Source: an optimization exercise on an open RTL-to-GDS flow (aim: small area and a short achievable clock period). Production flows keep margins and buffers that such runs may drop. The RTL was checked by simulation tests, not by an equivalence proof against the original design. Power and IR drop assume default switching activity.

## oak
==> module mem_array, before the edit <==
module mem_array #(
    parameter int DEPTH = 64
) (
    input  logic             clk,
    input  logic [DEPTH-1:0] i_we,
    input  logic [DEPTH-1:0] i_rsel,
    input  logic [31:0]      i_wdata,
    output logic [31:0]      o_rdata
);
    localparam int HALF = DEPTH / 2;
    logic [31:0] r_mem [DEPTH];
    logic [31:0] r_lo;
    logic [31:0] w_lo;
    logic [31:0] w_hi;
    always_ff @(posedge clk) begin
        for (int k = 0; k < DEPTH; k++)
            if (i_we[k]) r_mem[k] <= i_wdata;
    end
    always_comb begin
        w_lo = '0;
        w_hi = '0;
        for (int k = 0; k < HALF; k++) begin
            w_lo = w_lo | (r_mem[k]        & {32{i_rsel[k]}});
            w_hi = w_hi | (r_mem[k + HALF] & {32{i_rsel[k + HALF]}});
        end
    end
    always_ff @(posedge clk) r_lo <= w_lo;
    assign o_rdata = r_lo | w_hi;
endmodule
==> module mem_responder, before the edit <==
module mem_responder #(
    parameter int          DEPTH      = 64,
    parameter logic [31:0] ADDR_BASE  = 32'h0000_0000,
    parameter int          RD_LATENCY = 2,
    parameter int          WR_LATENCY = 1
) (
    input  logic           clk,
    input  logic           reset,
    input  logic           MemReq,
    input  logic           MemWrite,
    input  logic [31:0]    Adr,
    input  logic [31:0]    WriteData,
    output logic [31:0]    ReadData,
    output logic           Ready,
    output logic           Err
);
    localparam int          AW   = mem_pkg::mem_log2(DEPTH);
    localparam logic [31:0] SPAN = 32'(4 * DEPTH);
    logic             r_b1;
    logic             r_b0;
    logic             r_ready;
    logic             r_err;
    logic             r_write;
    logic             r_fault;
    logic [DEPTH-1:0] r_we;
    logic [DEPTH-1:0] r_sel;
    logic [31:0]      r_wdata;
    logic [31:0]      r_rdata;
    logic             w_idle;
    logic             w_accept;
    logic [31:0]      w_offset;
    logic             w_fault;
    logic [AW-1:0]    w_idx;
    logic [31:0]      w_ram_rdata;
    assign w_idle   = !r_b1 && !r_b0 && !r_ready;
    assign w_accept = w_idle && MemReq;
    assign w_offset = Adr - ADDR_BASE;
    assign w_fault  = (w_offset[1:0] != 2'b00) || (w_offset >= SPAN);
    assign w_idx    = w_offset[AW+1:2];
    mem_array #(
        .DEPTH (DEPTH)
    ) u_mem (
        .clk     (clk),
        .i_we    (r_we),
        .i_rsel  (r_sel),
        .i_wdata (r_wdata),
        .o_rdata (w_ram_rdata)
    );
    always_ff @(posedge clk) begin
        if (w_idle) begin
            r_wdata <= WriteData;
            for (int k = 0; k < DEPTH; k++)
                r_sel[k] <= (w_idx == AW'(k)) && !w_fault;
            r_fault <= w_fault;
            r_write <= MemWrite;
        end
    end
    always_ff @(posedge clk) begin
        if (!reset) begin
            r_b1    <= 1'b0;
            r_b0    <= 1'b0;
            r_ready <= 1'b0;
            r_err   <= 1'b0;
            r_we    <= '0;
        end else begin
            r_b1    <= w_accept && !MemWrite;
            r_b0    <= r_b1 || (w_accept && MemWrite);
            r_ready <= r_b0;
            r_err   <= r_b0 && r_fault;
            r_we    <= r_sel & {DEPTH{r_b0 && r_write}};
        end
    end
    always_ff @(posedge clk) begin
        if (!reset)
            r_rdata <= mem_pkg::FAULT_RDATA;
        else if (r_b0 && !r_write)
            r_rdata <= w_ram_rdata;
    end
    assign ReadData = r_rdata;
    assign Ready    = r_ready;
    assign Err      = r_err;
endmodule
==> flow/config.mk <==
export PLATFORM = sky130hd
export DESIGN_NAME = mem_responder
export DESIGN_NICKNAME = mem_responder
export VERILOG_FILES = /design/flow/design.v
export SDC_FILE = /design/flow/constraint.sdc
export NUM_CORES = 4
export LEC_CHECK = 0
export CAP_MARGIN = 20
export CORE_MARGIN = 2
export CORE_UTILIZATION = 70
export CTS_CLUSTER_DIAMETER = 100
export CTS_CLUSTER_SIZE = 25
export SETUP_SLACK_MARGIN = 2.9
export SLEW_MARGIN = 20
==> flow/constraint.sdc <==
create_clock -name core_clock -period 5.0 [get_ports {clk}]
set_input_delay 1.0000 -clock core_clock [delete_from_list [all_inputs] [get_ports {clk}]]
set_output_delay 1.0000 -clock core_clock [all_outputs]
set_load 0.01 [all_outputs]
run.sh (not shown) runs the stock make flow with config.mk's settings and CLKGATE_MAP_FILE= SYNTH_SCRIPT=/design/flow/synth_recipe.tcl, a recipe that flattens the netlist after the stock synthesis.
For pine, these inputs were changed with respect to oak:
-- flow/design.v --
<<< oak, line 21
    logic [31:0] r_mem [DEPTH];
    logic [31:0] r_lo;
    logic [31:0] w_lo;
    logic [31:0] w_hi;
>>> pine, line 21
    logic [31:0] r_mem [DEPTH];
    logic [31:0] r_lo;
    logic [31:0] r_hi;
    logic [31:0] w_lo;
    logic [31:0] w_hi;
<<< oak, line 35
        end
    end
    always_ff @(posedge clk) r_lo <= w_lo;
    assign o_rdata = r_lo | w_hi;
endmodule
module mem_responder #(
>>> pine, line 36
        end
    end
    always_ff @(posedge clk) begin
        r_lo <= w_lo;
        r_hi <= w_hi;
    end
    assign o_rdata = r_lo | r_hi;
endmodule
module mem_responder #(
<<< oak, line 62
    logic             r_write;
    logic             r_fault;
    logic [DEPTH-1:0] r_we;
    logic [DEPTH-1:0] r_sel;
    logic [31:0]      r_wdata;
>>> pine, line 66
    logic             r_write;
    logic             r_fault;
    logic             r_wcommit;
    logic [DEPTH-1:0] w_we;
    logic [DEPTH-1:0] r_sel;
    logic [31:0]      r_wdata;
<<< oak, line 77
    assign w_fault  = (w_offset[1:0] != 2'b00) || (w_offset >= SPAN);
    assign w_idx    = w_offset[AW+1:2];
    mem_array #(
        .DEPTH (DEPTH)
    ) u_mem (
        .clk     (clk),
        .i_we    (r_we),
        .i_rsel  (r_sel),
        .i_wdata (r_wdata),
>>> pine, line 82
    assign w_fault  = (w_offset[1:0] != 2'b00) || (w_offset >= SPAN);
    assign w_idx    = w_offset[AW+1:2];
    assign w_we = r_sel & {DEPTH{r_wcommit}};
    mem_array #(
        .DEPTH (DEPTH)
    ) u_mem (
        .clk     (clk),
        .i_we    (w_we),
        .i_rsel  (r_sel),
        .i_wdata (r_wdata),
<<< oak, line 101
            r_ready <= 1'b0;
            r_err   <= 1'b0;
            r_we    <= '0;
        end else begin
            r_b1    <= w_accept && !MemWrite;
>>> pine, line 107
            r_ready <= 1'b0;
            r_err   <= 1'b0;
            r_wcommit <= 1'b0;
        end else begin
            r_b1    <= w_accept && !MemWrite;
<<< oak, line 107
            r_ready <= r_b0;
            r_err   <= r_b0 && r_fault;
            r_we    <= r_sel & {DEPTH{r_b0 && r_write}};
        end
    end
>>> pine, line 113
            r_ready <= r_b0;
            r_err   <= r_b0 && r_fault;
            r_wcommit <= r_b0 && r_write;
        end
    end
[summary]
Changes observed in pine relative to oak: total power decreased by 0.00018 W relative to the old numbers; sequential share of layout area down 1.0 points; post-synthesis instance total moved down; final HPWL from detailed placement now sits higher.
Diff oak -> pine: wire length rose 4.3%; static leakage fell about 0.7%; wire length of the first global-routing pass rose about 4.7%.
Clock tree skew after final layout (higher): oak

========
The RTL this note starts from:
==> flow/design.v <==
package mem_pkg;
    localparam logic [31:0] FAULT_RDATA = 32'h0000_0000;
    function automatic integer mem_log2(input integer v);
        integer i;
        mem_log2 = 0;
        for (i = 0; i < 31; i = i + 1) begin
            if ((1 << i) < v) mem_log2 = i + 1;
        end
    endfunction
endpackage
module mem_array #(
    parameter int DEPTH = 64
) (
    input  logic             clk,
    input  logic [DEPTH-1:0] i_we,
    input  logic [DEPTH-1:0] i_hold,
    input  logic [DEPTH-1:0] i_rsel,
    input  logic [31:0]      i_wdata,
    output logic [31:0]      o_rdata
);
    localparam int HALF = DEPTH / 2;
    logic [31:0] r_mem [DEPTH];
    logic [31:0] r_lo;
    logic [31:0] r_hi;
    logic [31:0] w_lo;
    logic [31:0] w_hi;
    always_ff @(posedge clk) begin
        for (int k = 0; k < DEPTH; k++)
            r_mem[k] <= (i_wdata & {32{i_we[k]}}) | (r_mem[k] & {32{i_hold[k]}});
    end
    always_comb begin
        w_lo = '0;
        w_hi = '0;
        for (int k = 0; k < HALF; k++) begin
            w_lo = w_lo | (r_mem[k]        & {32{i_rsel[k]}});
            w_hi = w_hi | (r_mem[k + HALF] & {32{i_rsel[k + HALF]}});
        end
    end
    always_ff @(posedge clk) begin
        r_lo <= w_lo;
        r_hi <= w_hi;
    end
    assign o_rdata = r_lo | r_hi;
endmodule
module mem_responder #(
    parameter int          DEPTH      = 64,
    parameter logic [31:0] ADDR_BASE  = 32'h0000_0000,
    parameter int          RD_LATENCY = 2,
    parameter int          WR_LATENCY = 1
) (
    input  logic           clk,
    input  logic           reset,
    input  logic           MemReq,
    input  logic           MemWrite,
    input  logic [31:0]    Adr,
    input  logic [31:0]    WriteData,
    output logic [31:0]    ReadData,
    output logic           Ready,
    output logic           Err
);
    localparam int          AW   = mem_pkg::mem_log2(DEPTH);
    localparam logic [31:0] SPAN = 32'(4 * DEPTH);
    logic             r_b1;
    logic             r_b0;
    logic             r_ready;
    logic             r_err;
    logic             r_write;
    logic             r_fault;
    logic             r_wcommit;
    logic             r_whold;
    logic [DEPTH-1:0] w_we;
    logic [DEPTH-1:0] w_hold;
    logic [DEPTH-1:0] r_sel;
    logic [31:0]      r_wdata;
    logic [31:0]      r_rdata;
    logic             w_idle;
    logic             w_accept;
    logic [31:0]      w_offset;
    logic             w_fault;
    logic [AW-1:0]    w_idx;
    logic [31:0]      w_ram_rdata;
    assign w_idle   = !r_b1 && !r_b0 && !r_ready;
    assign w_accept = w_idle && MemReq;
    assign w_offset = Adr - ADDR_BASE;
    assign w_fault  = (w_offset[1:0] != 2'b00) || (w_offset >= SPAN);
    assign w_idx    = w_offset[AW+1:2];
    assign w_we   = r_sel & {DEPTH{r_wcommit}};
    assign w_hold = ~r_sel | {DEPTH{r_whold}};
    mem_array #(
        .DEPTH (DEPTH)
    ) u_mem (
        .clk     (clk),
        .i_we    (w_we),
        .i_hold  (w_hold),
        .i_rsel  (r_sel),
        .i_wdata (r_wdata),
        .o_rdata (w_ram_rdata)
    );
    always_ff @(posedge clk) begin
        if (w_idle) begin
            r_wdata <= WriteData;
            for (int k = 0; k < DEPTH; k++)
                r_sel[k] <= (w_idx == AW'(k)) && !w_fault;
            r_fault <= w_fault;
            r_write <= MemWrite;
        end
    end
    always_ff @(posedge clk) begin
        if (!reset) begin
            r_b1    <= 1'b0;
            r_b0    <= 1'b0;
            r_ready <= 1'b0;
            r_err   <= 1'b0;
            r_wcommit <= 1'b0;
            r_whold   <= 1'b1;
        end else begin
            r_b1    <= w_accept && !MemWrite;
            r_b0    <= r_b1 || (w_accept && MemWrite);
            r_ready <= r_b0;
            r_err   <= r_b0 && r_fault;
            r_wcommit <= r_b0 && r_write;
            r_whold   <= !(r_b0 && r_write);
        end
    end
    always_ff @(posedge clk) begin
        if (!reset)
            r_rdata <= mem_pkg::FAULT_RDATA;
        else if (r_b0 && !r_write)
            r_rdata <= w_ram_rdata;
    end
    assign ReadData = r_rdata;
    assign Ready    = r_ready;
    assign Err      = r_err;
endmodule
clock: 5.0 ns
lec_check: 0
cap_margin: 20
core_margin: 2
core_utilization: 70
cts_cluster_diameter: 100
cts_cluster_size: 25
setup_slack_margin: 2.9
slew_margin: 20
standard.sh (not shown) runs the stock make flow with config.mk's settings and CLKGATE_MAP_FILE= SYNTH_SCRIPT=/design/flow/synth_recipe.tcl, a recipe that flattens the netlist after the stock synthesis.
==> flow/flow/run.sh <==
#!/bin/bash
set -euo pipefail
export BUFFER_PORTS_ARGS="-buffer_cell sky130_fd_sc_hd__buf_2"
export CTS_ARGS="-sink_clustering_enable -repair_clock_nets -sink_clustering_size 25 -sink_clustering_max_diameter 100 -dont_use_dummy_load"
bash standard.sh > standard.log 2>&1
The starting point went through all stages and came out clean.
Change:
--- a/flow/design.v
+++ b/flow/design.v
@@ -65,12 +65,11 @@
     logic             r_ready;
     logic             r_err;
     logic             r_write;
     logic             r_fault;
-    logic             r_wcommit;
-    logic             r_whold;
-    logic [DEPTH-1:0] w_we;
-    logic [DEPTH-1:0] w_hold;
+    logic [DEPTH-1:0] r_we;
+    logic [DEPTH-1:0] r_hold;
+    logic             r_rdfire;
     logic [DEPTH-1:0] r_sel;
     logic [31:0]      r_wdata;
     logic [31:0]      r_rdata;
     logic             w_idle;
@@ -83,25 +82,25 @@
     assign w_accept = w_idle && MemReq;
     assign w_offset = Adr - ADDR_BASE;
     assign w_fault  = (w_offset[1:0] != 2'b00) || (w_offset >= SPAN);
     assign w_idx    = w_offset[AW+1:2];
-    assign w_we   = r_sel & {DEPTH{r_wcommit}};
-    assign w_hold = ~r_sel | {DEPTH{r_whold}};
     mem_array #(
         .DEPTH (DEPTH)
     ) u_mem (
         .clk     (clk),
-        .i_we    (w_we),
-        .i_hold  (w_hold),
+        .i_we    (r_we),
+        .i_hold  (r_hold),
         .i_rsel  (r_sel),
         .i_wdata (r_wdata),
         .o_rdata (w_ram_rdata)
     );
     always_ff @(posedge clk) begin
+        for (int k = 0; k < DEPTH; k++)
+            r_sel[k] <= (w_idx == AW'(k)) && !w_fault;
+    end
+    always_ff @(posedge clk) begin
         if (w_idle) begin
             r_wdata <= WriteData;
-            for (int k = 0; k < DEPTH; k++)
-                r_sel[k] <= (w_idx == AW'(k)) && !w_fault;
             r_fault <= w_fault;
             r_write <= MemWrite;
         end
     end
@@ -110,23 +109,25 @@
             r_b1    <= 1'b0;
             r_b0    <= 1'b0;
             r_ready <= 1'b0;
             r_err   <= 1'b0;
-            r_wcommit <= 1'b0;
-            r_whold   <= 1'b1;
+            r_we    <= '0;
+            r_hold  <= '1;
+            r_rdfire <= 1'b0;
         end else begin
             r_b1    <= w_accept && !MemWrite;
             r_b0    <= r_b1 || (w_accept && MemWrite);
             r_ready <= r_b0;
             r_err   <= r_b0 && r_fault;
-            r_wcommit <= r_b0 && r_write;
-            r_whold   <= !(r_b0 && r_write);
+            r_we    <= r_sel & {DEPTH{r_b0 && r_write}};
+            r_hold  <= ~(r_sel & {DEPTH{r_b0 && r_write}});
+            r_rdfire <= r_b1;
         end
     end
     always_ff @(posedge clk) begin
         if (!reset)
             r_rdata <= mem_pkg::FAULT_RDATA;
-        else if (r_b0 && !r_write)
+        else if (r_rdfire)
             r_rdata <= w_ram_rdata;
     end
     assign ReadData = r_rdata;
     assign Ready    = r_ready;
First-iteration DRC count rose by about 2.2%.
Global-route usage fell by 0.53 points.
Non-clock buffer count fell by 149.
Combinational power fell by about 90%.
Routed wire length stays flat.
Via count hardly moves.

[static timing again, ports no longer ideal]
Ports are ideal in the flow. The routed layouts listed here were re-timed in OpenROAD. Step 1 assumes that a clkbuf_16 drives the clock port and a buf_2 every other input. Step 2 moves the port delays by t, midway between the first and last clock arrival at a register: inputs arrive t later, outputs are due t later. That takes back most of the time a late clock gives input paths. Three values: ideal ports, drivers, drivers and shift; two values: the first two.
run | t (ns) | slack for setup (ns) | worst hold slack (ns) | worst register clock-pin slew, ns
oak | 0.809 | 2.714 / 2.640 / 2.196 | 0.487 / 0.487 / 0.487 | 0.10 / 0.10
pine | 0.804 | 2.754 / 2.671 / 2.216 | 0.516 / 0.516 / 0.516 | 0.10 / 0.10
the first run of note 2 | 0.828 | 2.598 / 2.598 / 2.424 | 0.403 / 0.341 / 0.488 | 0.11 / 0.11
the second run of note 2 | 0.824 | 2.674 / 2.593 / 2.037 | 0.416 / 0.360 / 0.464 | 0.11 / 0.11
After both steps setup and hold are still met in every run listed. The setup slack of the second run of note 2, which loses most, moves by -0.081 ns with the drivers and by -0.637 ns with both steps.
